Context: an optimization exercise on an open-source flow, tuned for small area and a short achievable clock period. The choices shown serve that exercise and are no tape-out recipe. Where RTL was checked, it was by simulation tests only, not by an equivalence proof against the original. No activity file was given, so power comes from the tool's default toggle rates.

// mul32
module mul32 (
   input  logic        clk,
   input  logic        rst,
   input  logic        is_signed,
   input  logic [31:0] src,
   input  logic [31:0] sink,
   output logic [63:0] dest
);
Size: roughly 2900 cells after synthesis.
export LEC_CHECK = 0
export CAP_MARGIN = 20
export CORE_MARGIN = 2
export CORE_UTILIZATION = 40
export CTS_CLUSTER_DIAMETER = 60
export CTS_CLUSTER_SIZE = 30
export SETUP_SLACK_MARGIN = 4.05
export SLEW_MARGIN = 20
export SYNTH_HIERARCHICAL = 1
export SYNTH_MINIMUM_KEEP_SIZE = 0
create_clock -name core_clock -period 6.5 [get_ports {clk}]
run.sh (not shown) runs the stock make flow with config.mk's settings and CLKGATE_MAP_FILE= SYNTH_SCRIPT=/design/flow/synth_recipe.tcl, a recipe that flattens the netlist after the stock synthesis.
Next try:
Settings changed: CAP_MARGIN 20 to 5, CTS_CLUSTER_DIAMETER 60 to 100, CTS_CLUSTER_SIZE 30 to 25, SLEW_MARGIN 20 to 5.
Setup slack degrades by 0.011 ns.
Clock power shrinks by about 36%.
Fmax shrinks by about 0.5%.
Next try:
Settings changed: CAP_MARGIN 5 to 20, CTS_CLUSTER_DIAMETER 100 to unset, CTS_CLUSTER_SIZE 25 to unset, SLEW_MARGIN 5 to 20.
After rerunning:
- The new run finished with timing, DRC and antenna clean
- utilization grows by 1.9 points
- sequential power is about the same
- cell count grows by 2.1%

========
Setup of run 1:
mul32, a different RTL version from the one above (not shown whole).
Size in the first run: ~2,900 cells after synthesis, roughly 500 flip-flops, ~130 I/O pins.
Settings: LEC_CHECK=0, CAP_MARGIN=20, CORE_MARGIN=2, CORE_UTILIZATION=40, SETUP_SLACK_MARGIN=4.0, SLEW_MARGIN=20, SYNTH_HIERARCHICAL=1, SYNTH_MINIMUM_KEEP_SIZE=0; clock period 6.5 ns.
Run 1: all stages complete, timing, DRC and antenna checks passed
Input changes introduced in run 2 (baseline for comparison: run 1):
Settings: changing SETUP_SLACK_MARGIN from 4.0 to 3.6.
- Max freq run 1 -> run 2: degraded
- Biggest cell delay along the critical path: run 2 vs run 1 down 0.02 ns
- Going from run 1 to run 2, the number of cells upsized or downsized after cts was found to have gone down by 549.
- As far as sequential area share after synthesis goes, run 1 and run 2 are indistinguishable; the numbers are identical.
- Re final setup slack of the worst path: run 2 is 0.099 ns down on run 1.
- Run 2 gives more sequential share of cell area than run 1 did.
No run of this note included a check of the RTL's function; only the layout flow was run.

========
mul32 with an RTL version that a note above also has.
Size in the first run: roughly 600 flip-flops, ~130 I/O pins, ~36000 um^2 of cells after synthesis.
clock: 6.5 ns
lec_check: 0
cap_margin: 20
core_margin: 2
core_utilization: 40
cts_cluster_diameter: 100
cts_cluster_size: 25
setup_slack_margin: 4.12
slew_margin: 20
synth_hierarchical: 1
synth_minimum_keep_size: 0
Edit:
--- a/flow/config.mk
+++ b/flow/config.mk
@@ -9,6 +9,5 @@
 export CORE_MARGIN = 2
-export CORE_UTILIZATION = 40
-export CTS_CLUSTER_DIAMETER = 100
-export CTS_CLUSTER_SIZE = 25
-export SETUP_SLACK_MARGIN = 4.12
+export CORE_UTILIZATION = 55
+export PLACE_DENSITY = 0.65
+export SETUP_SLACK_MARGIN = 4.05
 export SLEW_MARGIN = 20
Outcome: Global-route usage rose by 9.5 points. Setup slack got worse by 56 ps. Routed wire length came out higher by about 1.7%. Clock skew went up by 6.8 ps. Sequential power went up by about 1%. Final area climbs by 0.94%. Non-clock buffer count shrinks by 26. Core utilization rose by 18 points. Via count came out higher by 5.6%. Area after synthesis is unchanged.
Edit:
--- a/flow/config.mk
+++ b/flow/config.mk
@@ -9,4 +9,5 @@
 export CORE_MARGIN = 2
-export CORE_UTILIZATION = 55
-export PLACE_DENSITY = 0.65
+export CORE_UTILIZATION = 40
+export CTS_CLUSTER_DIAMETER = 100
+export CTS_CLUSTER_SIZE = 25
 export SETUP_SLACK_MARGIN = 4.05
Effect: Global-route usage goes down by 9.5 points; sequential share of layout area came out higher by 0.58 points; fmax climbs by 2.2%.
Edit:
--- a/flow/config.mk
+++ b/flow/config.mk
@@ -16 +16,2 @@
 export SYNTH_MINIMUM_KEEP_SIZE = 0
+export TNS_END_PERCENT = 30
What happened: Cell area stays flat. Global-route usage stays the same. Worst hold slack hardly moves. Combinational power hardly moves. Maximum frequency stays flat. Register-to-register slack got worse by 20 ps. Worst setup slack improved by 3.3 ps. Area after synthesis does not change. Cell count stays flat. Synthesized cell count stays the same.
Edit:
--- a/flow/config.mk
+++ b/flow/config.mk
@@ -10,4 +10,4 @@
 export CORE_UTILIZATION = 40
-export CTS_CLUSTER_DIAMETER = 100
-export CTS_CLUSTER_SIZE = 25
+export CTS_CLUSTER_DIAMETER = 130
+export CTS_CLUSTER_SIZE = 32
 export SETUP_SLACK_MARGIN = 4.05
@@ -16,2 +16 @@
 export SYNTH_MINIMUM_KEEP_SIZE = 0
-export TNS_END_PERCENT = 30
First-iteration DRC count goes up slightly.
Routed wire length decreases slightly.
Cell count barely changes.
Worst setup slack gets better by 13 ps.
Power is lower slightly.
Utilization is lower by 0.28 points.
Global-route usage is about the same.
Count of clock-buffer cells in the layout shrinks by 7.
Synthesized cell count does not change.
Clock skew drops by 4.5 ps.
Via count went down slightly.
Edit:
--- a/flow/config.mk
+++ b/flow/config.mk
@@ -10,4 +10,4 @@
 export CORE_UTILIZATION = 40
-export CTS_CLUSTER_DIAMETER = 130
-export CTS_CLUSTER_SIZE = 32
+export CTS_CLUSTER_DIAMETER = 100
+export CTS_CLUSTER_SIZE = 30
 export SETUP_SLACK_MARGIN = 4.05
Setup slack degrades by 12 ps; core utilization climbs by 0.54 points; clock skew climbs by 8.2 ps; combinational power barely changes; clock-buffer cell count climbs by 6.

-- what the ideal ports hide --
No port has a modelled driver above. Below, the same layouts with a new extraction and two added sets of constraints. Step 1 assumes that a clkbuf_16 drives the clock port and a buf_2 every other input. Step 2, shift: input delay + t, output delay - t, t = (earliest + latest rising clock arrival at the registers) / 2. This alone moves slack from input paths to output paths. a / b / c = ideal ports / drivers / drivers and shift; a / b = the first two.
run | t, ns | setup WS [ns] | cell pins on the clock port's net
the first run of note 1 | 0.682 | 4.077 / 4.024 / 3.678 | 1
the second run of note 1 | 0.687 | 4.065 / 4.003 / 3.679 | 1
the third run of note 1 | 0.681 | 4.080 / 4.023 / 3.667 | 1
run 1 | 0.706 | 3.692 / 3.692 / 3.356 | 1
run 2 | 0.704 | 3.593 / 3.593 / 3.247 | 1
the first run of note 3 | 0.688 | 4.067 / 4.003 / 3.674 | 1
the second run of note 3 | 0.659 | 4.011 / 4.011 / 3.643 | 1
the third run of note 3 | 0.687 | 4.065 / 4.003 / 3.679 | 1
the fourth run of note 3 | 0.687 | 4.069 / 4.004 / 3.679 | 1
the fifth run of note 3 | 0.662 | 4.081 / 4.017 / 3.680 | 1
the sixth run of note 3 | 0.684 | 4.070 / 4.017 / 3.685 | 1
After both steps every run listed still meets setup and hold. The setup slack of the third run of note 1, which loses most, moves by -0.057 ns with the drivers and by -0.413 ns with both steps.
